What follows belongs to an exercise in optimizing a design on an open flow for small area and a short achievable clock period; a production flow would make more cautious choices. Function was checked by simulation only, so behaviour that the tests miss may differ from the original.

`flow/flow/run.sh`:
```
#!/bin/bash
# The standard layout (the standard.sh: ORFS synthesis, floorplan, power grid,
# placement, CTS and routing) with two changes:
#  - synthesis skips the generic ABC pass that Yosys's synth runs before the adder
#    extraction (SYNTH_ARGS=-noabc), so the full adders are extracted from the RTL's own
#    adder tree without inverters between them; the liberty-mapped ABC pass still runs,
#    and the registers are the same as the standard synthesis's;
#  - the port buffers are inserted as buf_1 cells rather than the larger cell the
#    resizer picks by default; timing repair still resizes them as needed.
set -euo pipefail
export SYNTH_ARGS="-noabc"
export BUFFER_PORTS_ARGS="-buffer_cell sky130_fd_sc_hd__buf_1"
bash standard.sh > standard.log 2>&1
```
`flow/standard.sh`:
```
#!/bin/bash
# synth_recipe.tcl (not shown) runs the flow's synth.tcl, then flattens the netlist and writes it again
# the make line also repeats each setting of config.mk as NAME=value (left out here)
make -C /OpenROAD-flow-scripts/flow DESIGN_CONFIG=/design/flow/config.mk WORK_HOME=/design/flow/orfs CLKGATE_MAP_FILE= SYNTH_SCRIPT=/design/flow/synth_recipe.tcl "${@:-finish}"
```
`flow/config.mk`:
```
export PLATFORM = sky130hd
export DESIGN_NAME = groove_sample_scheduler
export DESIGN_NICKNAME = groove_sample_scheduler
export VERILOG_FILES = /design/flow/design.v
export SDC_FILE = /design/flow/constraint.sdc
export NUM_CORES = 4
export LEC_CHECK = 0
export ABC_AREA = 1
export CAP_MARGIN = 20
export CORE_MARGIN = 2
export CORE_UTILIZATION = 40
export PLACE_DENSITY = 0.7
export SETUP_SLACK_MARGIN = 4.8
export SLEW_MARGIN = 20
export TNS_END_PERCENT = 10
```
`flow/constraint.sdc`:
```
create_clock -name core_clock -period 9.0 [get_ports {clk}]
set_input_delay 1.8000 -clock core_clock [delete_from_list [all_inputs] [get_ports {clk}]]
set_output_delay 1.8000 -clock core_clock [all_outputs]
set_load 0.01 [all_outputs]
```
`flow/design.v`:
```
module groove_sample_scheduler #(
    parameter int DEPTH = 4
) (
    input  logic        clk,
    input  logic        reset,
    input  logic        sync_start,
    input  logic [31:0] sig_time,
    input  logic        dir,
    input  logic [31:0] afll_ltr,
    input  logic [31:0] afll_rtl,
    input  logic        pos_valid,
    output logic        pos_ready,
    input  logic [15:0] pos_in,
    output logic        fire,
    output logic [31:0] fire_time,
    output logic        missed,
    output logic        busy
);
    localparam int AW = $clog2(DEPTH);
    localparam logic [AW:0] FULL = (AW+1)'(DEPTH);
    logic               started, st_m1, st_m2, st_wait, st_fire;
    logic               first, can_push;
    logic [15:0]        mem [DEPTH];
    logic [AW-1:0]      wr_ptr, rd_ptr;
    logic [AW:0]        count, count_nx;
    logic [31:0]        base, dur, durn, target;
    logic [5:0]         dg_nx;
    logic [2:0]         b_one, b_two, b_neg, b_one_n, b_two_n;
    logic               c5;
    logic               xg, yg;      
    logic [31:0]        cr;
    logic               push, pop, st_ready, hit, m1_nx, m2_nx, wait_nx, fire_nx;
    logic [15:0]        head;
    logic [3:0]         head_nx;
    logic [31:0]        x, y;
    logic [37:0]        r;
    logic signed [31:0] d;
    assign st_ready  = started && !(st_m1 || st_m2 || st_wait || st_fire);
    assign pos_ready = can_push && !sync_start;
    assign push      = pos_valid && pos_ready;
    assign pop       = st_ready && (count != 0) && !sync_start;
    assign fire      = st_fire;
    assign fire_time = target;
    assign head    = mem[rd_ptr];
    assign head_nx = (push && wr_ptr == rd_ptr) ? pos_in[3:0] : head[3:0];
    assign dg_nx   = st_m1 ? {~head[15], head[14:10]} : pop ? head[9:4] : {head_nx, 2'b00};
    assign x = xg ? target : 32'd0;
    assign y = yg ? base : 32'd0;
    assign dur = ~durn;    
    assign b_one = ~b_one_n;
    assign b_two = ~b_two_n;
    assign cr = c5 ? dur : 32'd0;
    wire pp1 = (((b_one[0] & dur[0])) ^ b_neg[0]);
    wire pp2 = (((b_one[0] & dur[1]) | (b_two[0] & dur[0])) ^ b_neg[0]);
    wire pp3 = (((b_one[0] & dur[2]) | (b_two[0] & dur[1])) ^ b_neg[0]);
    wire pp4 = (((b_one[0] & dur[3]) | (b_two[0] & dur[2])) ^ b_neg[0]);
    wire pp5 = (((b_one[0] & dur[4]) | (b_two[0] & dur[3])) ^ b_neg[0]);
    wire pp6 = (((b_one[0] & dur[5]) | (b_two[0] & dur[4])) ^ b_neg[0]);
    wire pp7 = (((b_one[0] & dur[6]) | (b_two[0] & dur[5])) ^ b_neg[0]);
    wire pp8 = (((b_one[0] & dur[7]) | (b_two[0] & dur[6])) ^ b_neg[0]);
    wire pp9 = (((b_one[0] & dur[8]) | (b_two[0] & dur[7])) ^ b_neg[0]);
    wire pp10 = (((b_one[0] & dur[9]) | (b_two[0] & dur[8])) ^ b_neg[0]);
    wire pp11 = (((b_one[0] & dur[10]) | (b_two[0] & dur[9])) ^ b_neg[0]);
    wire pp12 = (((b_one[0] & dur[11]) | (b_two[0] & dur[10])) ^ b_neg[0]);
    wire pp13 = (((b_one[0] & dur[12]) | (b_two[0] & dur[11])) ^ b_neg[0]);
    wire pp14 = (((b_one[0] & dur[13]) | (b_two[0] & dur[12])) ^ b_neg[0]);
    wire pp15 = (((b_one[0] & dur[14]) | (b_two[0] & dur[13])) ^ b_neg[0]);
    wire pp16 = (((b_one[0] & dur[15]) | (b_two[0] & dur[14])) ^ b_neg[0]);
    wire pp17 = (((b_one[0] & dur[16]) | (b_two[0] & dur[15])) ^ b_neg[0]);
    wire pp18 = (((b_one[0] & dur[17]) | (b_two[0] & dur[16])) ^ b_neg[0]);
    wire pp19 = (((b_one[0] & dur[18]) | (b_two[0] & dur[17])) ^ b_neg[0]);
    wire pp20 = (((b_one[0] & dur[19]) | (b_two[0] & dur[18])) ^ b_neg[0]);
    wire pp21 = (((b_one[0] & dur[20]) | (b_two[0] & dur[19])) ^ b_neg[0]);
    wire pp22 = (((b_one[0] & dur[21]) | (b_two[0] & dur[20])) ^ b_neg[0]);
    wire pp23 = (((b_one[0] & dur[22]) | (b_two[0] & dur[21])) ^ b_neg[0]);
    wire pp24 = (((b_one[0] & dur[23]) | (b_two[0] & dur[22])) ^ b_neg[0]);
    wire pp25 = (((b_one[0] & dur[24]) | (b_two[0] & dur[23])) ^ b_neg[0]);
    wire pp26 = (((b_one[0] & dur[25]) | (b_two[0] & dur[24])) ^ b_neg[0]);
    wire pp27 = (((b_one[0] & dur[26]) | (b_two[0] & dur[25])) ^ b_neg[0]);
    wire pp28 = (((b_one[0] & dur[27]) | (b_two[0] & dur[26])) ^ b_neg[0]);
    wire pp29 = (((b_one[0] & dur[28]) | (b_two[0] & dur[27])) ^ b_neg[0]);
    wire pp30 = (((b_one[0] & dur[29]) | (b_two[0] & dur[28])) ^ b_neg[0]);
    wire pp31 = (((b_one[0] & dur[30]) | (b_two[0] & dur[29])) ^ b_neg[0]);
    wire pp32 = (((b_one[0] & dur[31]) | (b_two[0] & dur[30])) ^ b_neg[0]);
    wire pp33 = (((b_two[0] & dur[31])) ^ b_neg[0]);
    wire pp34 = (((b_one[1] & dur[0])) ^ b_neg[1]);
    wire pp35 = (((b_one[1] & dur[1]) | (b_two[1] & dur[0])) ^ b_neg[1]);
    wire pp36 = (((b_one[1] & dur[2]) | (b_two[1] & dur[1])) ^ b_neg[1]);
    wire pp37 = (((b_one[1] & dur[3]) | (b_two[1] & dur[2])) ^ b_neg[1]);
    wire pp38 = (((b_one[1] & dur[4]) | (b_two[1] & dur[3])) ^ b_neg[1]);
    wire pp39 = (((b_one[1] & dur[5]) | (b_two[1] & dur[4])) ^ b_neg[1]);
    wire pp40 = (((b_one[1] & dur[6]) | (b_two[1] & dur[5])) ^ b_neg[1]);
    wire pp41 = (((b_one[1] & dur[7]) | (b_two[1] & dur[6])) ^ b_neg[1]);
    wire pp42 = (((b_one[1] & dur[8]) | (b_two[1] & dur[7])) ^ b_neg[1]);
    wire pp43 = (((b_one[1] & dur[9]) | (b_two[1] & dur[8])) ^ b_neg[1]);
    wire pp44 = (((b_one[1] & dur[10]) | (b_two[1] & dur[9])) ^ b_neg[1]);
    wire pp45 = (((b_one[1] & dur[11]) | (b_two[1] & dur[10])) ^ b_neg[1]);
    wire pp46 = (((b_one[1] & dur[12]) | (b_two[1] & dur[11])) ^ b_neg[1]);
    wire pp47 = (((b_one[1] & dur[13]) | (b_two[1] & dur[12])) ^ b_neg[1]);
    wire pp48 = (((b_one[1] & dur[14]) | (b_two[1] & dur[13])) ^ b_neg[1]);
    wire pp49 = (((b_one[1] & dur[15]) | (b_two[1] & dur[14])) ^ b_neg[1]);
    wire pp50 = (((b_one[1] & dur[16]) | (b_two[1] & dur[15])) ^ b_neg[1]);
    wire pp51 = (((b_one[1] & dur[17]) | (b_two[1] & dur[16])) ^ b_neg[1]);
    wire pp52 = (((b_one[1] & dur[18]) | (b_two[1] & dur[17])) ^ b_neg[1]);
    wire pp53 = (((b_one[1] & dur[19]) | (b_two[1] & dur[18])) ^ b_neg[1]);
    wire pp54 = (((b_one[1] & dur[20]) | (b_two[1] & dur[19])) ^ b_neg[1]);
    wire pp55 = (((b_one[1] & dur[21]) | (b_two[1] & dur[20])) ^ b_neg[1]);
    wire pp56 = (((b_one[1] & dur[22]) | (b_two[1] & dur[21])) ^ b_neg[1]);
    wire pp57 = (((b_one[1] & dur[23]) | (b_two[1] & dur[22])) ^ b_neg[1]);
    wire pp58 = (((b_one[1] & dur[24]) | (b_two[1] & dur[23])) ^ b_neg[1]);
    wire pp59 = (((b_one[1] & dur[25]) | (b_two[1] & dur[24])) ^ b_neg[1]);
    wire pp60 = (((b_one[1] & dur[26]) | (b_two[1] & dur[25])) ^ b_neg[1]);
    wire pp61 = (((b_one[1] & dur[27]) | (b_two[1] & dur[26])) ^ b_neg[1]);
    wire pp62 = (((b_one[1] & dur[28]) | (b_two[1] & dur[27])) ^ b_neg[1]);
    wire pp63 = (((b_one[1] & dur[29]) | (b_two[1] & dur[28])) ^ b_neg[1]);
    wire pp64 = (((b_one[1] & dur[30]) | (b_two[1] & dur[29])) ^ b_neg[1]);
    wire pp65 = (((b_one[1] & dur[31]) | (b_two[1] & dur[30])) ^ b_neg[1]);
    wire pp66 = (((b_two[1] & dur[31])) ^ b_neg[1]);
    wire pp67 = (((b_one[2] & dur[0])) ^ b_neg[2]);
    wire pp68 = (((b_one[2] & dur[1]) | (b_two[2] & dur[0])) ^ b_neg[2]);
    wire pp69 = (((b_one[2] & dur[2]) | (b_two[2] & dur[1])) ^ b_neg[2]);
    wire pp70 = (((b_one[2] & dur[3]) | (b_two[2] & dur[2])) ^ b_neg[2]);
    wire pp71 = (((b_one[2] & dur[4]) | (b_two[2] & dur[3])) ^ b_neg[2]);
    wire pp72 = (((b_one[2] & dur[5]) | (b_two[2] & dur[4])) ^ b_neg[2]);
    wire pp73 = (((b_one[2] & dur[6]) | (b_two[2] & dur[5])) ^ b_neg[2]);
    wire pp74 = (((b_one[2] & dur[7]) | (b_two[2] & dur[6])) ^ b_neg[2]);
    wire pp75 = (((b_one[2] & dur[8]) | (b_two[2] & dur[7])) ^ b_neg[2]);
    wire pp76 = (((b_one[2] & dur[9]) | (b_two[2] & dur[8])) ^ b_neg[2]);
    wire pp77 = (((b_one[2] & dur[10]) | (b_two[2] & dur[9])) ^ b_neg[2]);
    wire pp78 = (((b_one[2] & dur[11]) | (b_two[2] & dur[10])) ^ b_neg[2]);
    wire pp79 = (((b_one[2] & dur[12]) | (b_two[2] & dur[11])) ^ b_neg[2]);
    wire pp80 = (((b_one[2] & dur[13]) | (b_two[2] & dur[12])) ^ b_neg[2]);
    wire pp81 = (((b_one[2] & dur[14]) | (b_two[2] & dur[13])) ^ b_neg[2]);
    wire pp82 = (((b_one[2] & dur[15]) | (b_two[2] & dur[14])) ^ b_neg[2]);
    wire pp83 = (((b_one[2] & dur[16]) | (b_two[2] & dur[15])) ^ b_neg[2]);
    wire pp84 = (((b_one[2] & dur[17]) | (b_two[2] & dur[16])) ^ b_neg[2]);
    wire pp85 = (((b_one[2] & dur[18]) | (b_two[2] & dur[17])) ^ b_neg[2]);
    wire pp86 = (((b_one[2] & dur[19]) | (b_two[2] & dur[18])) ^ b_neg[2]);
    wire pp87 = (((b_one[2] & dur[20]) | (b_two[2] & dur[19])) ^ b_neg[2]);
    wire pp88 = (((b_one[2] & dur[21]) | (b_two[2] & dur[20])) ^ b_neg[2]);
    wire pp89 = (((b_one[2] & dur[22]) | (b_two[2] & dur[21])) ^ b_neg[2]);
    wire pp90 = (((b_one[2] & dur[23]) | (b_two[2] & dur[22])) ^ b_neg[2]);
    wire pp91 = (((b_one[2] & dur[24]) | (b_two[2] & dur[23])) ^ b_neg[2]);
    wire pp92 = (((b_one[2] & dur[25]) | (b_two[2] & dur[24])) ^ b_neg[2]);
    wire pp93 = (((b_one[2] & dur[26]) | (b_two[2] & dur[25])) ^ b_neg[2]);
    wire pp94 = (((b_one[2] & dur[27]) | (b_two[2] & dur[26])) ^ b_neg[2]);
    wire pp95 = (((b_one[2] & dur[28]) | (b_two[2] & dur[27])) ^ b_neg[2]);
    wire pp96 = (((b_one[2] & dur[29]) | (b_two[2] & dur[28])) ^ b_neg[2]);
    wire pp97 = (((b_one[2] & dur[30]) | (b_two[2] & dur[29])) ^ b_neg[2]);
    wire pp98 = (((b_one[2] & dur[31]) | (b_two[2] & dur[30])) ^ b_neg[2]);
    wire pp99 = (((b_two[2] & dur[31])) ^ b_neg[2]);
    wire s100 = b_neg[0] ^ x[0];
    wire c101 = b_neg[0] & x[0];
    wire s102 = x[1] ^ c101 ^ pp2;
    wire c103 = (x[1] & c101) | (x[1] & pp2) | (c101 & pp2);
    wire s104 = b_neg[1] ^ x[2] ^ pp3;
    wire c105 = (b_neg[1] & x[2]) | (b_neg[1] & pp3) | (x[2] & pp3);
    wire s106 = pp34 ^ c103 ^ s104;
    wire c107 = (pp34 & c103) | (pp34 & s104) | (c103 & s104);
    wire s108 = x[3] ^ pp4 ^ pp35;
    wire c109 = (x[3] & pp4) | (x[3] & pp35) | (pp4 & pp35);
    wire s110 = c105 ^ s108;
    wire c111 = c105 & s108;
    wire s112 = b_neg[2] ^ x[4] ^ pp5;
    wire c113 = (b_neg[2] & x[4]) | (b_neg[2] & pp5) | (x[4] & pp5);
    wire s114 = pp36 ^ pp67 ^ c109;
    wire c115 = (pp36 & pp67) | (pp36 & c109) | (pp67 & c109);
    wire s116 = s112 ^ c111 ^ s114;
    wire c117 = (s112 & c111) | (s112 & s114) | (c111 & s114);
    wire s118 = x[5] ^ pp6 ^ pp37;
    wire c119 = (x[5] & pp6) | (x[5] & pp37) | (pp6 & pp37);
    wire s120 = pp68 ^ c113 ^ s118;
    wire c121 = (pp68 & c113) | (pp68 & s118) | (c113 & s118);
    wire s122 = c115 ^ s120;
    wire c123 = c115 & s120;
    wire s124 = x[6] ^ y[0] ^ cr[0];
    wire c125 = (x[6] & y[0]) | (x[6] & cr[0]) | (y[0] & cr[0]);
    wire s126 = pp7 ^ pp38 ^ pp69;
    wire c127 = (pp7 & pp38) | (pp7 & pp69) | (pp38 & pp69);
    wire s128 = s124 ^ c119 ^ s126;
    wire c129 = (s124 & c119) | (s124 & s126) | (c119 & s126);
    wire s130 = c121 ^ s128;
    wire c131 = c121 & s128;
    wire s132 = x[7] ^ y[1] ^ cr[1];
    wire c133 = (x[7] & y[1]) | (x[7] & cr[1]) | (y[1] & cr[1]);
    wire s134 = pp8 ^ pp39 ^ pp70;
    wire c135 = (pp8 & pp39) | (pp8 & pp70) | (pp39 & pp70);
    wire s136 = c125 ^ s132 ^ c127;
    wire c137 = (c125 & s132) | (c125 & c127) | (s132 & c127);
    wire s138 = s134 ^ s136 ^ c129;
    wire c139 = (s134 & s136) | (s134 & c129) | (s136 & c129);
    wire s140 = x[8] ^ y[2] ^ cr[2];
    wire c141 = (x[8] & y[2]) | (x[8] & cr[2]) | (y[2] & cr[2]);
    wire s142 = pp9 ^ pp40 ^ pp71;
    wire c143 = (pp9 & pp40) | (pp9 & pp71) | (pp40 & pp71);
    wire s144 = c133 ^ s140 ^ c135;
    wire c145 = (c133 & s140) | (c133 & c135) | (s140 & c135);
    wire s146 = s142 ^ c137 ^ s144;
    wire c147 = (s142 & c137) | (s142 & s144) | (c137 & s144);
    wire s148 = x[9] ^ y[3] ^ cr[3];
    wire c149 = (x[9] & y[3]) | (x[9] & cr[3]) | (y[3] & cr[3]);
    wire s150 = pp10 ^ pp41 ^ pp72;
    wire c151 = (pp10 & pp41) | (pp10 & pp72) | (pp41 & pp72);
    wire s152 = c141 ^ s148 ^ c143;
    wire c153 = (c141 & s148) | (c141 & c143) | (s148 & c143);
    wire s154 = s150 ^ c145 ^ s152;
    wire c155 = (s150 & c145) | (s150 & s152) | (c145 & s152);
    wire s156 = x[10] ^ y[4] ^ cr[4];
    wire c157 = (x[10] & y[4]) | (x[10] & cr[4]) | (y[4] & cr[4]);
    wire s158 = pp11 ^ pp42 ^ pp73;
    wire c159 = (pp11 & pp42) | (pp11 & pp73) | (pp42 & pp73);
    wire s160 = c149 ^ s156 ^ c151;
    wire c161 = (c149 & s156) | (c149 & c151) | (s156 & c151);
    wire s162 = s158 ^ c153 ^ s160;
    wire c163 = (s158 & c153) | (s158 & s160) | (c153 & s160);
    wire s164 = x[11] ^ y[5] ^ cr[5];
    wire c165 = (x[11] & y[5]) | (x[11] & cr[5]) | (y[5] & cr[5]);
    wire s166 = pp12 ^ pp43 ^ pp74;
    wire c167 = (pp12 & pp43) | (pp12 & pp74) | (pp43 & pp74);
    wire s168 = c157 ^ s164 ^ c159;
    wire c169 = (c157 & s164) | (c157 & c159) | (s164 & c159);
    wire s170 = s166 ^ c161 ^ s168;
    wire c171 = (s166 & c161) | (s166 & s168) | (c161 & s168);
    wire s172 = x[12] ^ y[6] ^ cr[6];
    wire c173 = (x[12] & y[6]) | (x[12] & cr[6]) | (y[6] & cr[6]);
    wire s174 = pp13 ^ pp44 ^ pp75;
    wire c175 = (pp13 & pp44) | (pp13 & pp75) | (pp44 & pp75);
    wire s176 = c165 ^ s172 ^ c167;
    wire c177 = (c165 & s172) | (c165 & c167) | (s172 & c167);
    wire s178 = s174 ^ c169 ^ s176;
    wire c179 = (s174 & c169) | (s174 & s176) | (c169 & s176);
    wire s180 = x[13] ^ y[7] ^ cr[7];
    wire c181 = (x[13] & y[7]) | (x[13] & cr[7]) | (y[7] & cr[7]);
    wire s182 = pp14 ^ pp45 ^ pp76;
    wire c183 = (pp14 & pp45) | (pp14 & pp76) | (pp45 & pp76);
    wire s184 = c173 ^ s180 ^ c175;
    wire c185 = (c173 & s180) | (c173 & c175) | (s180 & c175);
    wire s186 = s182 ^ c177 ^ s184;
    wire c187 = (s182 & c177) | (s182 & s184) | (c177 & s184);
    wire s188 = x[14] ^ y[8] ^ cr[8];
    wire c189 = (x[14] & y[8]) | (x[14] & cr[8]) | (y[8] & cr[8]);
    wire s190 = pp15 ^ pp46 ^ pp77;
    wire c191 = (pp15 & pp46) | (pp15 & pp77) | (pp46 & pp77);
    wire s192 = c181 ^ s188 ^ c183;
    wire c193 = (c181 & s188) | (c181 & c183) | (s188 & c183);
    wire s194 = s190 ^ c185 ^ s192;
    wire c195 = (s190 & c185) | (s190 & s192) | (c185 & s192);
    wire s196 = x[15] ^ y[9] ^ cr[9];
    wire c197 = (x[15] & y[9]) | (x[15] & cr[9]) | (y[9] & cr[9]);
    wire s198 = pp16 ^ pp47 ^ pp78;
    wire c199 = (pp16 & pp47) | (pp16 & pp78) | (pp47 & pp78);
    wire s200 = c189 ^ s196 ^ c191;
    wire c201 = (c189 & s196) | (c189 & c191) | (s196 & c191);
    wire s202 = s198 ^ c193 ^ s200;
    wire c203 = (s198 & c193) | (s198 & s200) | (c193 & s200);
    wire s204 = x[16] ^ y[10] ^ cr[10];
    wire c205 = (x[16] & y[10]) | (x[16] & cr[10]) | (y[10] & cr[10]);
    wire s206 = pp17 ^ pp48 ^ pp79;
    wire c207 = (pp17 & pp48) | (pp17 & pp79) | (pp48 & pp79);
    wire s208 = c197 ^ s204 ^ c199;
    wire c209 = (c197 & s204) | (c197 & c199) | (s204 & c199);
    wire s210 = s206 ^ c201 ^ s208;
    wire c211 = (s206 & c201) | (s206 & s208) | (c201 & s208);
    wire s212 = x[17] ^ y[11] ^ cr[11];
    wire c213 = (x[17] & y[11]) | (x[17] & cr[11]) | (y[11] & cr[11]);
    wire s214 = pp18 ^ pp49 ^ pp80;
    wire c215 = (pp18 & pp49) | (pp18 & pp80) | (pp49 & pp80);
    wire s216 = c205 ^ s212 ^ c207;
    wire c217 = (c205 & s212) | (c205 & c207) | (s212 & c207);
    wire s218 = s214 ^ c209 ^ s216;
    wire c219 = (s214 & c209) | (s214 & s216) | (c209 & s216);
    wire s220 = x[18] ^ y[12] ^ cr[12];
    wire c221 = (x[18] & y[12]) | (x[18] & cr[12]) | (y[12] & cr[12]);
    wire s222 = pp19 ^ pp50 ^ pp81;
    wire c223 = (pp19 & pp50) | (pp19 & pp81) | (pp50 & pp81);
    wire s224 = c213 ^ s220 ^ c215;
    wire c225 = (c213 & s220) | (c213 & c215) | (s220 & c215);
    wire s226 = s222 ^ c217 ^ s224;
    wire c227 = (s222 & c217) | (s222 & s224) | (c217 & s224);
    wire s228 = x[19] ^ y[13] ^ cr[13];
    wire c229 = (x[19] & y[13]) | (x[19] & cr[13]) | (y[13] & cr[13]);
    wire s230 = pp20 ^ pp51 ^ pp82;
    wire c231 = (pp20 & pp51) | (pp20 & pp82) | (pp51 & pp82);
    wire s232 = c221 ^ s228 ^ c223;
    wire c233 = (c221 & s228) | (c221 & c223) | (s228 & c223);
    wire s234 = s230 ^ c225 ^ s232;
    wire c235 = (s230 & c225) | (s230 & s232) | (c225 & s232);
    wire s236 = x[20] ^ y[14] ^ cr[14];
    wire c237 = (x[20] & y[14]) | (x[20] & cr[14]) | (y[14] & cr[14]);
    wire s238 = pp21 ^ pp52 ^ pp83;
    wire c239 = (pp21 & pp52) | (pp21 & pp83) | (pp52 & pp83);
    wire s240 = c229 ^ s236 ^ c231;
    wire c241 = (c229 & s236) | (c229 & c231) | (s236 & c231);
    wire s242 = s238 ^ c233 ^ s240;
    wire c243 = (s238 & c233) | (s238 & s240) | (c233 & s240);
    wire s244 = x[21] ^ y[15] ^ cr[15];
    wire c245 = (x[21] & y[15]) | (x[21] & cr[15]) | (y[15] & cr[15]);
    wire s246 = pp22 ^ pp53 ^ pp84;
    wire c247 = (pp22 & pp53) | (pp22 & pp84) | (pp53 & pp84);
    wire s248 = c237 ^ s244 ^ c239;
    wire c249 = (c237 & s244) | (c237 & c239) | (s244 & c239);
    wire s250 = s246 ^ c241 ^ s248;
    wire c251 = (s246 & c241) | (s246 & s248) | (c241 & s248);
    wire s252 = x[22] ^ y[16] ^ cr[16];
    wire c253 = (x[22] & y[16]) | (x[22] & cr[16]) | (y[16] & cr[16]);
    wire s254 = pp23 ^ pp54 ^ pp85;
    wire c255 = (pp23 & pp54) | (pp23 & pp85) | (pp54 & pp85);
    wire s256 = c245 ^ s252 ^ c247;
    wire c257 = (c245 & s252) | (c245 & c247) | (s252 & c247);
    wire s258 = s254 ^ c249 ^ s256;
    wire c259 = (s254 & c249) | (s254 & s256) | (c249 & s256);
    wire s260 = x[23] ^ y[17] ^ cr[17];
    wire c261 = (x[23] & y[17]) | (x[23] & cr[17]) | (y[17] & cr[17]);
    wire s262 = pp24 ^ pp55 ^ pp86;
    wire c263 = (pp24 & pp55) | (pp24 & pp86) | (pp55 & pp86);
    wire s264 = c253 ^ s260 ^ c255;
    wire c265 = (c253 & s260) | (c253 & c255) | (s260 & c255);
    wire s266 = s262 ^ c257 ^ s264;
    wire c267 = (s262 & c257) | (s262 & s264) | (c257 & s264);
    wire s268 = x[24] ^ y[18] ^ cr[18];
    wire c269 = (x[24] & y[18]) | (x[24] & cr[18]) | (y[18] & cr[18]);
    wire s270 = pp25 ^ pp56 ^ pp87;
    wire c271 = (pp25 & pp56) | (pp25 & pp87) | (pp56 & pp87);
    wire s272 = c261 ^ s268 ^ c263;
    wire c273 = (c261 & s268) | (c261 & c263) | (s268 & c263);
    wire s274 = s270 ^ c265 ^ s272;
    wire c275 = (s270 & c265) | (s270 & s272) | (c265 & s272);
    wire s276 = x[25] ^ y[19] ^ cr[19];
    wire c277 = (x[25] & y[19]) | (x[25] & cr[19]) | (y[19] & cr[19]);
    wire s278 = pp26 ^ pp57 ^ pp88;
    wire c279 = (pp26 & pp57) | (pp26 & pp88) | (pp57 & pp88);
    wire s280 = c269 ^ s276 ^ c271;
    wire c281 = (c269 & s276) | (c269 & c271) | (s276 & c271);
    wire s282 = s278 ^ c273 ^ s280;
    wire c283 = (s278 & c273) | (s278 & s280) | (c273 & s280);
    wire s284 = x[26] ^ y[20] ^ cr[20];
    wire c285 = (x[26] & y[20]) | (x[26] & cr[20]) | (y[20] & cr[20]);
    wire s286 = pp27 ^ pp58 ^ pp89;
    wire c287 = (pp27 & pp58) | (pp27 & pp89) | (pp58 & pp89);
    wire s288 = c277 ^ s284 ^ c279;
    wire c289 = (c277 & s284) | (c277 & c279) | (s284 & c279);
    wire s290 = s286 ^ c281 ^ s288;
    wire c291 = (s286 & c281) | (s286 & s288) | (c281 & s288);
    wire s292 = x[27] ^ y[21] ^ cr[21];
    wire c293 = (x[27] & y[21]) | (x[27] & cr[21]) | (y[21] & cr[21]);
    wire s294 = pp28 ^ pp59 ^ pp90;
    wire c295 = (pp28 & pp59) | (pp28 & pp90) | (pp59 & pp90);
    wire s296 = c285 ^ s292 ^ c287;
    wire c297 = (c285 & s292) | (c285 & c287) | (s292 & c287);
    wire s298 = s294 ^ c289 ^ s296;
    wire c299 = (s294 & c289) | (s294 & s296) | (c289 & s296);
    wire s300 = x[28] ^ y[22] ^ cr[22];
    wire c301 = (x[28] & y[22]) | (x[28] & cr[22]) | (y[22] & cr[22]);
    wire s302 = pp29 ^ pp60 ^ pp91;
    wire c303 = (pp29 & pp60) | (pp29 & pp91) | (pp60 & pp91);
    wire s304 = c293 ^ s300 ^ c295;
    wire c305 = (c293 & s300) | (c293 & c295) | (s300 & c295);
    wire s306 = s302 ^ c297 ^ s304;
    wire c307 = (s302 & c297) | (s302 & s304) | (c297 & s304);
    wire s308 = x[29] ^ y[23] ^ cr[23];
    wire c309 = (x[29] & y[23]) | (x[29] & cr[23]) | (y[23] & cr[23]);
    wire s310 = pp30 ^ pp61 ^ pp92;
    wire c311 = (pp30 & pp61) | (pp30 & pp92) | (pp61 & pp92);
    wire s312 = c301 ^ s308 ^ c303;
    wire c313 = (c301 & s308) | (c301 & c303) | (s308 & c303);
    wire s314 = s310 ^ c305 ^ s312;
    wire c315 = (s310 & c305) | (s310 & s312) | (c305 & s312);
    wire s316 = x[30] ^ y[24] ^ cr[24];
    wire c317 = (x[30] & y[24]) | (x[30] & cr[24]) | (y[24] & cr[24]);
    wire s318 = pp31 ^ pp62 ^ pp93;
    wire c319 = (pp31 & pp62) | (pp31 & pp93) | (pp62 & pp93);
    wire s320 = c309 ^ s316 ^ c311;
    wire c321 = (c309 & s316) | (c309 & c311) | (s316 & c311);
    wire s322 = s318 ^ c313 ^ s320;
    wire c323 = (s318 & c313) | (s318 & s320) | (c313 & s320);
    wire s324 = x[31] ^ y[25] ^ cr[25];
    wire c325 = (x[31] & y[25]) | (x[31] & cr[25]) | (y[25] & cr[25]);
    wire s326 = pp32 ^ pp63 ^ pp94;
    wire c327 = (pp32 & pp63) | (pp32 & pp94) | (pp63 & pp94);
    wire s328 = c317 ^ s324 ^ c319;
    wire c329 = (c317 & s324) | (c317 & c319) | (s324 & c319);
    wire s330 = s326 ^ c321 ^ s328;
    wire c331 = (s326 & c321) | (s326 & s328) | (c321 & s328);
    wire s332 = y[26] ^ cr[26] ^ pp33;
    wire c333 = (y[26] & cr[26]) | (y[26] & pp33) | (cr[26] & pp33);
    wire s334 = pp64 ^ pp95 ^ c325;
    wire c335 = (pp64 & pp95) | (pp64 & c325) | (pp95 & c325);
    wire s336 = c327 ^ s332 ^ s334;
    wire c337 = (c327 & s332) | (c327 & s334) | (s332 & s334);
    wire s338 = c329 ^ s336;
    wire c339 = c329 & s336;
    wire s340 = 1'b1 ^ ~b_neg[0] ^ y[27];
    wire c341 = (1'b1 & ~b_neg[0]) | (1'b1 & y[27]) | (~b_neg[0] & y[27]);
    wire s342 = cr[27] ^ pp65 ^ pp96;
    wire c343 = (cr[27] & pp65) | (cr[27] & pp96) | (pp65 & pp96);
    wire s344 = s340 ^ c333 ^ c335;
    wire c345 = (s340 & c333) | (s340 & c335) | (c333 & c335);
    wire s346 = s342 ^ s344 ^ c337;
    wire c347 = (s342 & s344) | (s342 & c337) | (s344 & c337);
    wire s348 = 1'b1 ^ y[28] ^ cr[28];
    wire c349 = (1'b1 & y[28]) | (1'b1 & cr[28]) | (y[28] & cr[28]);
    wire s350 = pp66 ^ pp97 ^ c341;
    wire c351 = (pp66 & pp97) | (pp66 & c341) | (pp97 & c341);
    wire s352 = s348 ^ c343 ^ s350;
    wire c353 = (s348 & c343) | (s348 & s350) | (c343 & s350);
    wire s354 = c345 ^ s352;
    wire c355 = c345 & s352;
    wire s356 = ~b_neg[1] ^ y[29] ^ cr[29];
    wire c357 = (~b_neg[1] & y[29]) | (~b_neg[1] & cr[29]) | (y[29] & cr[29]);
    wire s358 = pp98 ^ c349 ^ s356;
    wire c359 = (pp98 & c349) | (pp98 & s356) | (c349 & s356);
    wire s360 = c351 ^ s358 ^ c353;
    wire c361 = (c351 & s358) | (c351 & c353) | (s358 & c353);
    wire s362 = 1'b1 ^ y[30] ^ cr[30];
    wire c363 = (1'b1 & y[30]) | (1'b1 & cr[30]) | (y[30] & cr[30]);
    wire s364 = pp99 ^ c357 ^ s362;
    wire c365 = (pp99 & c357) | (pp99 & s362) | (c357 & s362);
    wire s366 = c359 ^ s364;
    wire c367 = c359 & s364;
    wire s368 = ~b_neg[2] ^ y[31] ^ cr[31];
    wire s369 = c363 ^ s368 ^ c365;
    wire g370 = pp1 & s100;
    wire g371 = s102 & 1'b0;
    wire g372 = s106 & 1'b0;
    wire g373 = c107 & s110;
    wire g374 = s116 & 1'b0;
    wire g375 = c117 & s122;
    wire g376 = c123 & s130;
    wire g377 = c131 & s138;
    wire g378 = c139 & s146;
    wire g379 = c147 & s154;
    wire g380 = c155 & s162;
    wire g381 = c163 & s170;
    wire g382 = c171 & s178;
    wire g383 = c179 & s186;
    wire g384 = c187 & s194;
    wire g385 = c195 & s202;
    wire g386 = c203 & s210;
    wire g387 = c211 & s218;
    wire g388 = c219 & s226;
    wire g389 = c227 & s234;
    wire g390 = c235 & s242;
    wire g391 = c243 & s250;
    wire g392 = c251 & s258;
    wire g393 = c259 & s266;
    wire g394 = c267 & s274;
    wire g395 = c275 & s282;
    wire g396 = c283 & s290;
    wire g397 = c291 & s298;
    wire g398 = c299 & s306;
    wire g399 = c307 & s314;
    wire g400 = c315 & s322;
    wire g401 = c323 & s330;
    wire g402 = c331 & s338;
    wire g403 = c339 & s346;
    wire g404 = c347 & s354;
    wire g405 = c355 & s360;
    wire g406 = c361 & s366;
    wire g407 = c367 & s369;
    wire p408 = pp1 ^ s100;
    wire p409 = s102 ^ 1'b0;
    wire p410 = s106 ^ 1'b0;
    wire p411 = c107 ^ s110;
    wire p412 = s116 ^ 1'b0;
    wire p413 = c117 ^ s122;
    wire p414 = c123 ^ s130;
    wire p415 = c131 ^ s138;
    wire p416 = c139 ^ s146;
    wire p417 = c147 ^ s154;
    wire p418 = c155 ^ s162;
    wire p419 = c163 ^ s170;
    wire p420 = c171 ^ s178;
    wire p421 = c179 ^ s186;
    wire p422 = c187 ^ s194;
    wire p423 = c195 ^ s202;
    wire p424 = c203 ^ s210;
    wire p425 = c211 ^ s218;
    wire p426 = c219 ^ s226;
    wire p427 = c227 ^ s234;
    wire p428 = c235 ^ s242;
    wire p429 = c243 ^ s250;
    wire p430 = c251 ^ s258;
    wire p431 = c259 ^ s266;
    wire p432 = c267 ^ s274;
    wire p433 = c275 ^ s282;
    wire p434 = c283 ^ s290;
    wire p435 = c291 ^ s298;
    wire p436 = c299 ^ s306;
    wire p437 = c307 ^ s314;
    wire p438 = c315 ^ s322;
    wire p439 = c323 ^ s330;
    wire p440 = c331 ^ s338;
    wire p441 = c339 ^ s346;
    wire p442 = c347 ^ s354;
    wire p443 = c355 ^ s360;
    wire p444 = c361 ^ s366;
    wire p445 = c367 ^ s369;
    wire g446 = g371 | (p409 & g370);
    wire p447 = p409 & p408;
    wire g448 = g373 | (p411 & g372);
    wire p449 = p411 & p410;
    wire g450 = g375 | (p413 & g374);
    wire p451 = p413 & p412;
    wire g452 = g377 | (p415 & g376);
    wire p453 = p415 & p414;
    wire g454 = g379 | (p417 & g378);
    wire p455 = p417 & p416;
    wire g456 = g381 | (p419 & g380);
    wire p457 = p419 & p418;
    wire g458 = g383 | (p421 & g382);
    wire p459 = p421 & p420;
    wire g460 = g385 | (p423 & g384);
    wire p461 = p423 & p422;
    wire g462 = g387 | (p425 & g386);
    wire p463 = p425 & p424;
    wire g464 = g389 | (p427 & g388);
    wire p465 = p427 & p426;
    wire g466 = g391 | (p429 & g390);
    wire p467 = p429 & p428;
    wire g468 = g393 | (p431 & g392);
    wire p469 = p431 & p430;
    wire g470 = g395 | (p433 & g394);
    wire p471 = p433 & p432;
    wire g472 = g397 | (p435 & g396);
    wire p473 = p435 & p434;
    wire g474 = g399 | (p437 & g398);
    wire p475 = p437 & p436;
    wire g476 = g401 | (p439 & g400);
    wire p477 = p439 & p438;
    wire g478 = g403 | (p441 & g402);
    wire p479 = p441 & p440;
    wire g480 = g405 | (p443 & g404);
    wire p481 = p443 & p442;
    wire g482 = g407 | (p445 & g406);
    wire p483 = p445 & p444;
    wire g484 = g372 | (p410 & g446);
    wire p485 = p410 & p447;
    wire g486 = g448 | (p449 & g446);
    wire p487 = p449 & p447;
    wire g488 = g376 | (p414 & g450);
    wire p489 = p414 & p451;
    wire g490 = g452 | (p453 & g450);
    wire p491 = p453 & p451;
    wire g492 = g380 | (p418 & g454);
    wire p493 = p418 & p455;
    wire g494 = g456 | (p457 & g454);
    wire p495 = p457 & p455;
    wire g496 = g384 | (p422 & g458);
    wire p497 = p422 & p459;
    wire g498 = g460 | (p461 & g458);
    wire p499 = p461 & p459;
    wire g500 = g388 | (p426 & g462);
    wire p501 = p426 & p463;
    wire g502 = g464 | (p465 & g462);
    wire p503 = p465 & p463;
    wire g504 = g392 | (p430 & g466);
    wire p505 = p430 & p467;
    wire g506 = g468 | (p469 & g466);
    wire p507 = p469 & p467;
    wire g508 = g396 | (p434 & g470);
    wire p509 = p434 & p471;
    wire g510 = g472 | (p473 & g470);
    wire p511 = p473 & p471;
    wire g512 = g400 | (p438 & g474);
    wire p513 = p438 & p475;
    wire g514 = g476 | (p477 & g474);
    wire p515 = p477 & p475;
    wire g516 = g404 | (p442 & g478);
    wire p517 = p442 & p479;
    wire g518 = g480 | (p481 & g478);
    wire p519 = p481 & p479;
    wire g520 = g374 | (p412 & g486);
    wire p521 = p412 & p487;
    wire g522 = g450 | (p451 & g486);
    wire p523 = p451 & p487;
    wire g524 = g488 | (p489 & g486);
    wire p525 = p489 & p487;
    wire g526 = g490 | (p491 & g486);
    wire p527 = p491 & p487;
    wire g528 = g382 | (p420 & g494);
    wire p529 = p420 & p495;
    wire g530 = g458 | (p459 & g494);
    wire p531 = p459 & p495;
    wire g532 = g496 | (p497 & g494);
    wire p533 = p497 & p495;
    wire g534 = g498 | (p499 & g494);
    wire p535 = p499 & p495;
    wire g536 = g390 | (p428 & g502);
    wire p537 = p428 & p503;
    wire g538 = g466 | (p467 & g502);
    wire p539 = p467 & p503;
    wire g540 = g504 | (p505 & g502);
    wire p541 = p505 & p503;
    wire g542 = g506 | (p507 & g502);
    wire p543 = p507 & p503;
    wire g544 = g398 | (p436 & g510);
    wire p545 = p436 & p511;
    wire g546 = g474 | (p475 & g510);
    wire p547 = p475 & p511;
    wire g548 = g512 | (p513 & g510);
    wire p549 = p513 & p511;
    wire g550 = g514 | (p515 & g510);
    wire p551 = p515 & p511;
    wire g552 = g406 | (p444 & g518);
    wire p553 = p444 & p519;
    wire g554 = g482 | (p483 & g518);
    wire p555 = p483 & p519;
    wire g556 = g378 | (p416 & g526);
    wire p557 = p416 & p527;
    wire g558 = g454 | (p455 & g526);
    wire p559 = p455 & p527;
    wire g560 = g492 | (p493 & g526);
    wire p561 = p493 & p527;
    wire g562 = g494 | (p495 & g526);
    wire p563 = p495 & p527;
    wire g564 = g528 | (p529 & g526);
    wire p565 = p529 & p527;
    wire g566 = g530 | (p531 & g526);
    wire p567 = p531 & p527;
    wire g568 = g532 | (p533 & g526);
    wire p569 = p533 & p527;
    wire g570 = g534 | (p535 & g526);
    wire p571 = p535 & p527;
    wire g572 = g394 | (p432 & g542);
    wire p573 = p432 & p543;
    wire g574 = g470 | (p471 & g542);
    wire p575 = p471 & p543;
    wire g576 = g508 | (p509 & g542);
    wire p577 = p509 & p543;
    wire g578 = g510 | (p511 & g542);
    wire p579 = p511 & p543;
    wire g580 = g544 | (p545 & g542);
    wire p581 = p545 & p543;
    wire g582 = g546 | (p547 & g542);
    wire p583 = p547 & p543;
    wire g584 = g548 | (p549 & g542);
    wire p585 = p549 & p543;
    wire g586 = g550 | (p551 & g542);
    wire p587 = p551 & p543;
    wire g588 = g386 | (p424 & g570);
    wire p589 = p424 & p571;
    wire g590 = g462 | (p463 & g570);
    wire p591 = p463 & p571;
    wire g592 = g500 | (p501 & g570);
    wire p593 = p501 & p571;
    wire g594 = g502 | (p503 & g570);
    wire p595 = p503 & p571;
    wire g596 = g536 | (p537 & g570);
    wire p597 = p537 & p571;
    wire g598 = g538 | (p539 & g570);
    wire p599 = p539 & p571;
    wire g600 = g540 | (p541 & g570);
    wire p601 = p541 & p571;
    wire g602 = g542 | (p543 & g570);
    wire p603 = p543 & p571;
    wire g604 = g572 | (p573 & g570);
    wire p605 = p573 & p571;
    wire g606 = g574 | (p575 & g570);
    wire p607 = p575 & p571;
    wire g608 = g576 | (p577 & g570);
    wire p609 = p577 & p571;
    wire g610 = g578 | (p579 & g570);
    wire p611 = p579 & p571;
    wire g612 = g580 | (p581 & g570);
    wire p613 = p581 & p571;
    wire g614 = g582 | (p583 & g570);
    wire p615 = p583 & p571;
    wire g616 = g584 | (p585 & g570);
    wire p617 = p585 & p571;
    wire g618 = g586 | (p587 & g570);
    wire p619 = p587 & p571;
    wire g620 = g402 | (p440 & g618);
    wire p621 = p440 & p619;
    wire g622 = g478 | (p479 & g618);
    wire p623 = p479 & p619;
    wire g624 = g516 | (p517 & g618);
    wire p625 = p517 & p619;
    wire g626 = g518 | (p519 & g618);
    wire p627 = p519 & p619;
    wire g628 = g552 | (p553 & g618);
    wire p629 = p553 & p619;
    wire g630 = g554 | (p555 & g618);
    wire p631 = p555 & p619;
    assign r[0] = p408;
    assign r[1] = p409 ^ g370;
    assign r[2] = p410 ^ g446;
    assign r[3] = p411 ^ g484;
    assign r[4] = p412 ^ g486;
    assign r[5] = p413 ^ g520;
    assign r[6] = p414 ^ g522;
    assign r[7] = p415 ^ g524;
    assign r[8] = p416 ^ g526;
    assign r[9] = p417 ^ g556;
    assign r[10] = p418 ^ g558;
    assign r[11] = p419 ^ g560;
    assign r[12] = p420 ^ g562;
    assign r[13] = p421 ^ g564;
    assign r[14] = p422 ^ g566;
    assign r[15] = p423 ^ g568;
    assign r[16] = p424 ^ g570;
    assign r[17] = p425 ^ g588;
    assign r[18] = p426 ^ g590;
    assign r[19] = p427 ^ g592;
    assign r[20] = p428 ^ g594;
    assign r[21] = p429 ^ g596;
    assign r[22] = p430 ^ g598;
    assign r[23] = p431 ^ g600;
    assign r[24] = p432 ^ g602;
    assign r[25] = p433 ^ g604;
    assign r[26] = p434 ^ g606;
    assign r[27] = p435 ^ g608;
    assign r[28] = p436 ^ g610;
    assign r[29] = p437 ^ g612;
    assign r[30] = p438 ^ g614;
    assign r[31] = p439 ^ g616;
    assign r[32] = p440 ^ g618;
    assign r[33] = p441 ^ g620;
    assign r[34] = p442 ^ g622;
    assign r[35] = p443 ^ g624;
    assign r[36] = p444 ^ g626;
    assign r[37] = p445 ^ g628;
    assign d   = sig_time - target;
    assign hit = !d[31];
    assign count_nx = sync_start ? '0 : count + (AW+1)'(push) - (AW+1)'(pop);
    assign m1_nx    = pop;
    assign m2_nx    = st_m1 && !sync_start;
    assign wait_nx  = (st_m2 || (st_wait && !hit)) && !sync_start;
    assign fire_nx  = st_wait && hit && !sync_start;
    always_ff @(posedge clk)
        if (push) mem[wr_ptr] <= pos_in;
    always_ff @(posedge clk) begin
        if (sync_start) begin
            base <= sig_time;
            durn <= ~(dir ? afll_rtl : afll_ltr);
        end
        if (!(st_wait || st_fire)) target <= r[37:6];
        for (int j = 0; j < 3; j++) begin
            b_neg[j]   <= dg_nx[2*j+1];
            b_one_n[j] <= !(dg_nx[2*j] ^ (j == 0 ? 1'b0 : dg_nx[2*j-1]));
            b_two_n[j] <= !(dg_nx[2*j+1] ? !(dg_nx[2*j] || (j == 0 ? 1'b0 : dg_nx[2*j-1]))
                                         : (dg_nx[2*j] && (j == 0 ? 1'b0 : dg_nx[2*j-1])));
        end
        c5 <= dg_nx[5];
        first <= st_m2;
    end
    always_ff @(posedge clk or posedge reset) begin
        if (reset) begin
            started  <= 1'b0;
            can_push <= 1'b0;
            st_m1    <= 1'b0;
            st_m2    <= 1'b0;
            st_wait  <= 1'b0;
            st_fire  <= 1'b0;
            xg       <= 1'b0;
            yg       <= 1'b0;
            missed   <= 1'b0;
            busy     <= 1'b0;
            wr_ptr   <= '0;
            rd_ptr   <= '0;
            count    <= '0;
        end else begin
            started  <= started || sync_start;
            can_push <= sync_start || (started && !(!pop && (count == FULL
                                                             || (count == FULL - 1 && push))));
            count    <= count_nx;
            st_m1    <= m1_nx;
            st_m2    <= m2_nx;
            st_wait  <= wait_nx;
            st_fire  <= fire_nx;
            xg       <= m1_nx || m2_nx;
            yg       <= m2_nx;
            busy     <= !sync_start && (push || count != 0 || st_m1 || st_m2 || st_wait);
            missed   <= st_wait && hit && !sync_start && first && (sig_time != target);
            if (sync_start) begin
                wr_ptr <= '0;
                rd_ptr <= '0;
            end else begin
                if (push) wr_ptr <= wr_ptr + 1'b1;
                if (st_m1) rd_ptr <= rd_ptr + 1'b1;
            end
        end
    end
endmodule
```
==> impl_results.rst, run 1 <==
.. list-table::
   :header-rows: 1

   * - Metric
     - Value
   * - Instance count of the mapped netlist
     - approximately 1400
   * - Net Count, Synth
     - 1717
   * - Vias in the first global route
     - 10500
   * - Wire length of the first global-routing pass
     - 56400 um
   * - Class of the most critical hold timing path
     - reg -> reg
   * - GP Congestion
     - between 0.8 and 0.9
   * - Clock Skew
     - 0.0144 ns
   * - Number of endpoints failing setup at the final stage
     - 0
   * - CTS Buf Count
     - 17
   * - Cell Count Post-Placement
     - ~2000
   * - Maximum number of pins on one net before global-route repair
     - 51
   * - Port Buffer Count
     - 152
   * - Number of DRC violations after detailed routing
     - 0
   * - TritonCTS clock tree
     - done
   * - Relative slew margins
     - 32.2%
   * - Area of the mapped netlist
     - 14200 sq um
   * - Slew at the pin closest to its max-slew limit
     - 1.02 ns
   * - Result of the run
     - no timing/DRC/antenna violations
   * - Most used flip-flop cell after synthesis
     - edfxtp_1
   * - Worst EP arrival
     - 4.42 ns
   * - Setup Crit Path Kind
     - reg -> reg
   * - Htree depth
     - 4
   * - Setup WS pre-CTS
     - about 3.8 ns
   * - Number of enable flip-flop cells after synthesis
     - 160
   * - Detailed placer's ending HPWL
     - around 26000 um
   * - Die boundary width
     - 193 um
   * - Number of distinct standard cells referenced by the synthesized netlist
     - 47
   * - Total congestion overflow after global routing
     - 0
   * - Post-route antenna net violation count
     - 0
   * - Async set-reset flop share out of synthesis
     - 8.60%
   * - First-pass iteration count of the detailed router
     - 5
   * - Proportion of synthesized chip area in sequential cells
     - 38.0%
   * - Root buffer selected by CTS
     - clkbuf_16
   * - P&R area growth vs syn
     - 20.3%
   * - Core area
     - 35300 sq um
   * - Number of maximum-capacitance violations
     - 0
   * - Vias per cell
     - 5.27
   * - Layout cells sized above 1
     - 14.4%
   * - Area occupied by registers
     - approximately 5400 sq um
   * - Max Buffers Root-to-Sink
     - 2
   * - Placed cell areas
     - 15200 sq um
   * - Count of vias placed by the detailed router
     - 10800
   * - Final Critical Period
     - 4.21 ns
   * - Setup repair after global routing missed its margin
     - true
   * - Post-synthesis average cell area
     - about 10 sq um
   * - Number of ports placed on the die boundary
     - 153
   * - Final setup slack of the worst path
     - 4.79 ns
   * - Site row count
     - 69
   * - GRT Total Usage
     - 20.0%
   * - Share of the cycle needed by the critical path after routing
     - 46.8%
   * - Antenna violations before repair
     - 0
   * - Total number of nets in the final design
     - 1903
   * - Pins over their slew limit
     - 0
   * - Summed area of non-filler cells in the final layout
     - around 17000 sq um
   * - Average wire per standard cell
     - 18.7 um
   * - Die area
     - around 37000 sq um
   * - Number of warning messages in the yosys log
     - 1
   * - Filler cell count
     - 3194
   * - TritonCTS Sinks
     - 186
   * - Total negative setup slack
     - 0 ns
   * - Starting Density
     - 40.3%
   * - Synthesis-stage register bit count
     - between 150 and 200
   * - Hold-fix buffers, CTS
     - 0
   * - Initial DRC count
     - 910
   * - Worst endpoint required time
     - 9.22 ns
   * - # diodes
     - 0
   * - Non-filler instance count after layout
     - around 2000
   * - Vertical extent of the die
     - a little under 200 um
   * - Final Hold Violating Endpoints
     - 0
   * - Capturing element type of the critical path
     - flop
   * - Element type at the critical path start
     - flop
   * - Register clock-pin slew on the reported worst setup and hold paths
     - 0.08 ns
   * - Aggregate routed wire length
     - between 30000 and 40000 um
   * - Worst skew pair latency
     - 0.47 ns
   * - Maximum clock rate
     - 0.238 GHz
   * - Area used by multi-input combinational logic
     - 8390 sq um
   * - Maximum fanout along the worst path
     - 4
-- layout by cell type (no fill, tap or decap), types with 5 or more instances in the layout --
cell	instances
o22ai_2	16
clkbuf_16	21
a21oi_2	8
edfxtp_1	160
nor2_1	102
fa_1	109
o22ai_1	84
buf_6	9
xnor2_1	8
buf_12	10
nor3_1	6
nor2_2	7
dfrtp_1	14
buf_1	150
ha_4	14
o221ai_1	5
inv_1	165
o21ai_0	39
nand3_1	24
inv_2	8
buf_4	50
clkinv_8	6
fa_2	19
nand2_2	13
nand2_1	191
a21oi_1	42
mux2i_1	32
xor2_1	114
ha_1	68
o21ai_1	12
-- final timing paths --
path,startpoint,end,slack (ns),cells past startpoint
max in group asynchronous,reset,st_m2,7.14,2
min in group asynchronous,reset,wr_ptr[1],1.38,2
min,first,missed,0.46,2
min reg2reg,first,missed,0.46,2
max reg2reg,durn[5],target[27],4.79,17
max,durn[5],target[27],4.79,17
-- critical path, cell delays in order, from the launching register on --
cell and delay [ns]:
edfxtp_1 0.49, buf_4 0.20, o22ai_1 0.17, xor2_1 0.12, fa_2 0.41, fa_1 0.44
fa_1 0.56, ha_4 0.24, nand2_4 0.08, nor2_4 0.04, a211oi_4 0.22, nand2_2 0.12
nand2_2 0.10, nand2_4 0.10, nand2_4 0.11, nand2_8 0.06, fa_2 0.35, xor2_1 0.15
-- logic make-up (layout without fill, tap and decap cells) --
family                   count (synthesis)  count (layout)  share of synthesized area (%)
AO/OA/AOI/OAI                          228             228                           9.52
XOR/XNOR                               124             124                           7.64
adder cells (fa/ha/maj)                212             212                           25.4
buffers and inverters                  235             434                           6.52
flip-flops                             186             186                           38.0
multiplexers                            32              32                           2.25
AND/OR/NAND/NOR                        371             371                           10.6
-- Yosys cell counts (16+ instances only) --
cell / count / area [sq um]
nand2_1: 200 / 751
a21oi_1: 50 / 250
mux2i_1: 32 / 320
o21ai_0: 40 / 200
clkbuf_1: 34 / 128
dfrtp_1: 16 / 400
o22ai_1: 100 / 626
nor2_1: 112 / 420
edfxtp_1: 160 / 4800
xor2_1: 116 / 1020
inv_1: 166 / 623
fa_1: 128 / 2560
buf_2: 21 / 105
nand3_1: 25 / 125
ha_1: 84 / 1050
-- metrics by stage --
stage	utilization [%]	hold WS (ns)
detailed placement	43.1	0.451
global route	48.4	0.476
global placement	43.1	0.437
CTS	45.9	0.462
floorplan	-	0.342
finish	48.4	0.459
-- routing by layer --
layer  part of all wire (%)  track usage [%]
met5                      0                0
met2                     49             33.6
met4                    2.7             6.78
met1                     42             25.7
met3                    6.5             4.36
-- sequential cells by signal, summed over array words and instances, names as in the netlist, 3 cells and up --
| name | count |
|---|---|
| mem | 64 |
| base | 32 |
| durn | 32 |
| count | 3 |
| b_neg | 3 |
| target | 32 |
| b_two_n | 3 |
| b_one_n | 3 |
-- cell type report --
class	count	share of cell area (%)
Multi-Input combinational cell	967	49.1
Clock inverter	15	1.16
Tap cell	461	3.37
Sequential cell	186	31.7
Inverter	174	3.82
Timing Repair Buffer	228	8.35
Clock buffer	17	2.49
-- what timing repair did --
action / 4_1_cts / 5_1_grt
pin swaps: 3 / 27
gates resized for setup: 41 / 91
gates cloned: 0 / 4
buffers inserted: 21 / 38
setup endpoints to repair: 31 / 28
==> inputs of run 2 (changes only) <==
--- a/flow/config.mk
+++ b/flow/config.mk
@@ -10,5 +10,5 @@
 export CORE_MARGIN = 2
 export CORE_UTILIZATION = 40
-export PLACE_DENSITY = 0.7
+export PLACE_DENSITY = 0.9
 export SETUP_SLACK_MARGIN = 4.8
 export SLEW_MARGIN = 20
==> run 2 against run 1 <==
Highest routed layer unchanged. Count of clock-buffer cells in the layout rose by 1. Critical endpoint unchanged. Area after synthesis stayed put. Via count up 7.3%. Final cell count is 0.29% higher. Worst hold slack got worse by 0.0062 ns.
==> impl_results.rst, run 2 <==
.. list-table::
   :header-rows: 1

   * - Metric
     - Value
   * - Result of the run
     - no timing/DRC/antenna violations
   * - Vias per cell
     - 5.64 (+6.9%)
   * - Number of DRC violations after detailed routing
     - 0 (unchanged)
   * - Cell type with the largest total area after synthesis
     - edfxtp_1
   * - Most common cell after layout, fill and taps aside
     - nand2_1
   * - Pins over their slew limit
     - 0 (unchanged)
   * - Initial DRC count
     - 1385 (+52%)
   * - P&R area growth vs syn
     - 19.7%
   * - Final Hold Violating Endpoints
     - 0 (unchanged)
   * - Async set-reset flop share out of synthesis
     - 8.60% (unchanged)
   * - Die area
     - 37100 sq um (unchanged)
   * - Maximum fanout along the worst path
     - 7 (+3)
   * - Flip-flop count of the largest register after layout
     - 64 (unchanged)
   * - Proportion of synthesized chip area in sequential cells
     - 38.0% (unchanged)
   * - Starting Density
     - 40.3% (unchanged)
   * - Final Critical Period
     - 4.26 ns (+0.0468 ns)
   * - Wire length of the first global-routing pass
     - 59900 um (+6.3%)
   * - Post-route antenna net violation count
     - 0 (unchanged)
   * - Number of warning messages in the yosys log
     - 1 (unchanged)
   * - Final setup slack of the worst path
     - 4.74 ns (-0.0468 ns)
   * - Htree depth
     - 4 (unchanged)
   * - Number of maximum-capacitance violations
     - 0 (unchanged)
   * - Instance count of the mapped netlist
     - 1388 (unchanged)
   * - First-pass iteration count of the detailed router
     - 7 (+2)
   * - Simple-gate portion of the synthesized area
     - 10.6% (unchanged)
   * - Total congestion overflow after global routing
     - 0 (unchanged)
   * - Setup Crit Path Kind
     - reg -> reg
   * - Number of distinct standard cells referenced by the synthesized netlist
     - 47 (unchanged)
   * - Average wire per standard cell
     - 20.2 um (+7.8%)
   * - Site row count
     - 69 (unchanged)
   * - Share of cell area taken by muxes after synthesis
     - 2.25% (unchanged)
   * - Worst endpoint required time
     - 9.22 ns (about the same)
   * - CTS Buf Count
     - 17 (unchanged)
   * - Maximum clock rate
     - 0.235 GHz (-1.1%)
   * - Aggregate routed wire length
     - 41500 um (+8.2%)
   * - Net Count, Synth
     - 1717 (unchanged)
   * - Register clock-pin slew on the reported worst setup and hold paths
     - 0.10 ns (+0.02 ns)
   * - TritonCTS Sinks
     - 186 (unchanged)
   * - Synthesized-area fraction occupied by ao, oa, aoi and oai cells
     - 9.52% (unchanged)
   * - Worst skew pair latency
     - 0.47 ns (about the same)
   * - Total number of nets in the final design
     - 1908 (+0.26%)
   * - Clock Skew
     - 0.0294 ns (+0.0150 ns)
   * - Count of vias placed by the detailed router
     - 11600 (+7.3%)
   * - Share of the cycle needed by the critical path after routing
     - 47.3% (+0.52 points)
   * - Area of the mapped netlist
     - 14200 sq um (unchanged)
   * - Vertical extent of the die
     - 193 um (unchanged)
   * - Layout cells sized above 1
     - 13.7% (-0.74 points)
   * - Class of the most critical hold timing path
     - reg -> reg
   * - GRT Total Usage
     - 21.4% (+1.4 points)
   * - Most frequent cells in the layout
     - nand2_1 (196), inv_1 (165), edfxtp_1 (160)
   * - Synthesis-stage register bit count
     - 186 (unchanged)
   * - Setup repair after global routing missed its margin
     - true
   * - Element type at the critical path start
     - flop
   * - Die boundary width
     - 193 um (unchanged)
   * - Xor-xnor portion of the synthesized cell area
     - 7.64% (unchanged)
   * - Detailed placer's ending HPWL
     - 26400 um (+1.9%)
   * - Most common cell in the synthesized netlist
     - nand2_1
   * - Capturing element type of the critical path
     - flop
   * - Maximum number of pins on one net before global-route repair
     - 38 (-25%)
   * - Number of enable flip-flop cells after synthesis
     - 160 (unchanged)
   * - Core area
     - 35300 sq um (unchanged)
   * - Relative slew margins
     - 36.1% (+3.8 points)
   * - Number of endpoints failing setup at the final stage
     - 0 (unchanged)
   * - Setup WS pre-CTS
     - 3.30 ns (-0.488 ns)
   * - Top cells by area, synth
     - edfxtp_1 (34%), fa_1 (18%), ha_1 (7.4%), xor2_1 (7.1%), nand2_1 (5.3%)
   * - Share of synthesized cell area in full adder, half adder and majority cells
     - 25.4% (unchanged)
   * - Yosys top cell area share
     - 33.8% (unchanged)
   * - Port Buffer Count
     - 152 (unchanged)
   * - Max Buffers Root-to-Sink
     - 2 (unchanged)
   * - Post-synthesis average cell area
     - 10.2 sq um (unchanged)
   * - Number of ports placed on the die boundary
     - 153 (unchanged)
   * - Vias in the first global route
     - 11300 (+7.5%)
   * - Commonest cells in the netlist
     - nand2_1 (200), inv_1 (166), edfxtp_1 (160)
   * - TritonCTS clock tree
     - done
   * - Register bank with the most flops
     - mem
   * - Dominant combinational cell family by area after synthesis
     - adder cells
   * - Most used flip-flop cell after synthesis
     - edfxtp_1
   * - Antenna violations before repair
     - 1 (+1)
   * - Post-route core utilization
     - 48.2% (-0.24 points)
   * - Slew at the pin closest to its max-slew limit
     - 0.958 ns (-0.0576 ns)
   * - Root buffer selected by CTS
     - clkbuf_16
   * - Worst EP arrival
     - 4.48 ns (+0.06 ns)
   * - Total negative setup slack
     - 0 ns (unchanged)
   * - GP Congestion
     - 0.892 (+1.8%)
[run 2: cell counts after synthesis]
Identical to the previous run, type by type.
[run 2: path summary, 6_finish.rpt]
path | cells past startpoint | start | endpoint | slack (ns)
setup / recovery | 16 | durn[6] | target[27] | 4.74
hold / removal | 2 | first | missed | 0.45
setup reg to reg | 16 | durn[6] | target[27] | 4.74
hold reg to reg | 2 | first | missed | 0.45
max in group asynchronous | 2 | reset | rd_ptr[1] | 7.19
min in group asynchronous | 2 | reset | missed | 1.39
[run 2: cell type report]
cell class              instances  area, sq um
clock buffers                  18          429
diodes                          1         2.50
multi-input cells             967         8280
inverters                     174          657
well taps                     461          577
clock inverters                14          169
flip-flops and latches        186         5430
repair buffers                232         1470
fillers                      2983        18300
repair inverters                1         7.51
[run 2: cells by family after synthesis]
group | count (synthesis)
buffers and inverters | 235
AO/OA/AOI/OAI | 228
flip-flops | 186
AND/OR/NAND/NOR | 371
adder cells (fa/ha/maj) | 212
multiplexers | 32
XOR/XNOR | 124
[run 2: per-layer routing]
layer	global-route usage (%)	routed length, um	vias up
met4	9.13	1670	0
met1	26.5	15300	5636
met5	0	0	-
met2	36.0	20100	769
met3	4.91	4450	134
li1	-	-	5037
[run 2: critical path, cell delays in order, from the launching register on]
cell,delay (ns)
edfxtp_1,0.54
o22ai_2,0.23
xor2_2,0.22
fa_2,0.51
fa_2,0.57
ha_1,0.25
ha_1,0.33
nand2_1,0.10
nor2_1,0.06
a211oi_2,0.24
nand2_2,0.12
nand2_2,0.09
nand2_4,0.10
nand2_2,0.08
nand2_2,0.07
fa_2,0.34
xor2_1,0.14
[run 2: timing repair]
item                       4_1_cts  5_1_grt
setup buffers                   40       23
setup endpoints to repair       33       26
resized for setup               48       63
hold buffers                     0        0
pin swaps                        7       21
cloned                           3        2
[run 2: per-stage QoR]
step | hold slack, ns | instance area (sq um) | instances
3_3_place_gp | 0.438 | 15200 | 1953
5_1_grt | 0.483 | 17000 | 2053
6_report | 0.452 | 17000 | 2054
4_1_cts | 0.460 | 16500 | 2028
3_5_place_dp | 0.448 | 15200 | 1953
2_1_floorplan | 0.342 | 14200 | 1388
==> inputs of run 3 (changes only) <==
--- a/flow/config.mk
+++ b/flow/config.mk
@@ -10,5 +10,6 @@
 export CORE_MARGIN = 2
 export CORE_UTILIZATION = 40
-export PLACE_DENSITY = 0.9
+export GPL_ROUTABILITY_DRIVEN = 0
+export PLACE_DENSITY = 0.8
 export SETUP_SLACK_MARGIN = 4.8
 export SLEW_MARGIN = 20
==> run 3 against run 2 <==
Design area increased by 0.78%. First-iteration DRC count fell by 4.8%. Still clean. Core utilization rose by 0.38 points. Highest routed layer unchanged. Critical endpoint is now target[11].
==> impl_results.rst, run 3 <==
.. list-table::
   :header-rows: 1

   * - Metric
     - Value
   * - Synthesis-stage register bit count
     - 186 (unchanged)
   * - Aggregate routed wire length
     - 40900 um (-1.6%)
   * - Die area
     - 37100 sq um (unchanged)
   * - Final Critical Period
     - 4.28 ns (+0.0246 ns)
   * - TritonCTS clock tree
     - done
   * - Async set-reset flop share out of synthesis
     - 8.60% (unchanged)
   * - Maximum clock rate
     - 0.234 GHz (-0.58%)
   * - Post-route antenna net violation count
     - 0 (unchanged)
   * - Starting Density
     - 40.3% (unchanged)
   * - Capturing element type of the critical path
     - flop
   * - Setup WS pre-CTS
     - 3.34 ns (+0.0384 ns)
   * - Pins over their slew limit
     - 0 (unchanged)
   * - Hold-fix buffers, CTS
     - 0 (unchanged)
   * - Instance count of the mapped netlist
     - 1388 (unchanged)
   * - Layout cells sized above 1
     - 15.2% (+1.5 points)
   * - Result of the run
     - no timing/DRC/antenna violations
   * - Final setup slack of the worst path
     - 4.72 ns (-0.0246 ns)
   * - Cell Count Post-Placement
     - 1952 (-0.051%)
   * - Worst endpoint required time
     - 9.20 ns (-0.02 ns)
   * - Wire length of the first global-routing pass
     - 58500 um (-2.3%)
   * - Worst skew pair latency
     - 0.46 ns (about the same)
   * - Vertical extent of the die
     - 193 um (unchanged)
   * - Count of vias placed by the detailed router
     - 11400 (-1.4%)
   * - Most common cell in the synthesized netlist
     - nand2_1
   * - Maximum number of pins on one net before global-route repair
     - 75 (+97%)
   * - Maximum fanout along the worst path
     - 5 (-2)
   * - Detailed placer's ending HPWL
     - 25900 um (-1.8%)
   * - Post-synthesis average cell area
     - 10.2 sq um (unchanged)
   * - Element type at the critical path start
     - flop
   * - Max Buffers Root-to-Sink
     - 2 (unchanged)
   * - Register bank with the most flops
     - mem
   * - Register clock-pin slew on the reported worst setup and hold paths
     - 0.08 ns (-0.02 ns)
   * - Vias in the first global route
     - 11200 (-0.81%)
==> run 3: stage by stage <==
step | utilization [%] | cell area, sq um
after global placement | 43.0 | 15200
after global routing | 48.6 | 17200
final | 48.6 | 17200
after detailed placement | 43.0 | 15200
after floorplan | - | 14200
after CTS | 46.8 | 16500
==> run 3: area by class of cell <==
cell class              instances  area, sq um
well taps                     461          577
flip-flops and latches        186         5430
clock inverters                15          199
multi-input cells             967         8430
inverters                     174          657
repair buffers                223         1430
clock buffers                  17          425
repair inverters                2         12.5
fillers                      2974        18200
==> run 3: worst paths after layout <==
check	from	cells past startpoint	endpoint	slack (ns)
hold / removal	first	2	missed	0.47
setup / recovery	durn[11]	14	target[11]	4.72
max in group asynchronous	reset	2	st_m2	7.17
min in group asynchronous	reset	2	count[1]	1.39
hold reg to reg	first	2	missed	0.47
setup reg to reg	durn[11]	14	target[11]	4.72
==> run 3: layer usage <==
layer | global-route usage [%] | up-vias | part of all wire (%)
met2 | 34.9 | 714 | 49
met5 | 0 | - | 0
met3 | 4.07 | 112 | 9.7
met4 | 8.37 | 0 | 4.2
met1 | 26.2 | 5568 | 37
li1 | - | 5020 | -
==> run 3: kinds of logic (layout without fill, tap and decap cells) <==
| family | Yosys count | count (layout) | share of synthesized area (%) |
|---|---|---|---|
| adders and majority gates | 212 | 212 | 25.4 |
| DFF | 186 | 186 | 38.0 |
| AOI/OAI and AO/OA | 228 | 228 | 9.52 |
| buffers and inverters | 235 | 431 | 6.52 |
| and+or+nand+nor | 371 | 371 | 10.6 |
| xor gates and xnor gates | 124 | 124 | 7.64 |
| muxes | 32 | 32 | 2.25 |
==> run 3: worst max-delay path: stages, from the launching register on <==
cell and delay, ns:
edfxtp_1 0.54, buf_4 0.20, o22ai_1 0.17, xor2_1 0.15, fa_2 0.45, fa_2 0.56
fa_1 0.42, ha_1 0.35, nand3_2 0.13, nor2_1 0.07, a21oi_2 0.18, nand2_4 0.10
buf_4 0.14, fa_1 0.39, xor2_1 0.17
==> run 3: timing repair <==
item / 4_1_cts / 5_1_grt
cloned: 4 / 3
gates resized for setup: 59 / 83
endpoints found under the hold margin: 0 / 0
buffers inserted: 39 / 15
setup endpoints to repair: 32 / 18
pin swaps: 7 / 24

[separate check: timing with driven ports]
The results above use ideal ports. As a check the final layouts listed here were re-extracted and re-timed, cells and wires unchanged. Step 1: set_driving_cell puts a clkbuf_16 on clk and a buf_2 on each other input, an assumption about the parent block. Step 2 times the ports against the registers' clock, not the clock port: input delays grow and output delays shrink by t, the midpoint of the rising clock arrivals with the driver on. a / b / c = ideal ports / drivers / drivers and shift; a / b = the first two.
run | shift t [ns] | setup slack, ns | worst data-port slew with drivers (ns)
run 1 | 0.511 | 4.791 / 4.786 / 4.786 | 0.06
run 2 | 0.500 | 4.744 / 4.744 / 4.639 | 0.08
run 3 | 0.502 | 4.719 / 4.719 / 4.422 | 0.12
After both steps setup and hold are still met in every run listed. The setup slack of run 3, which loses most, moves by 0.000 ns with the drivers and by -0.297 ns with both steps.
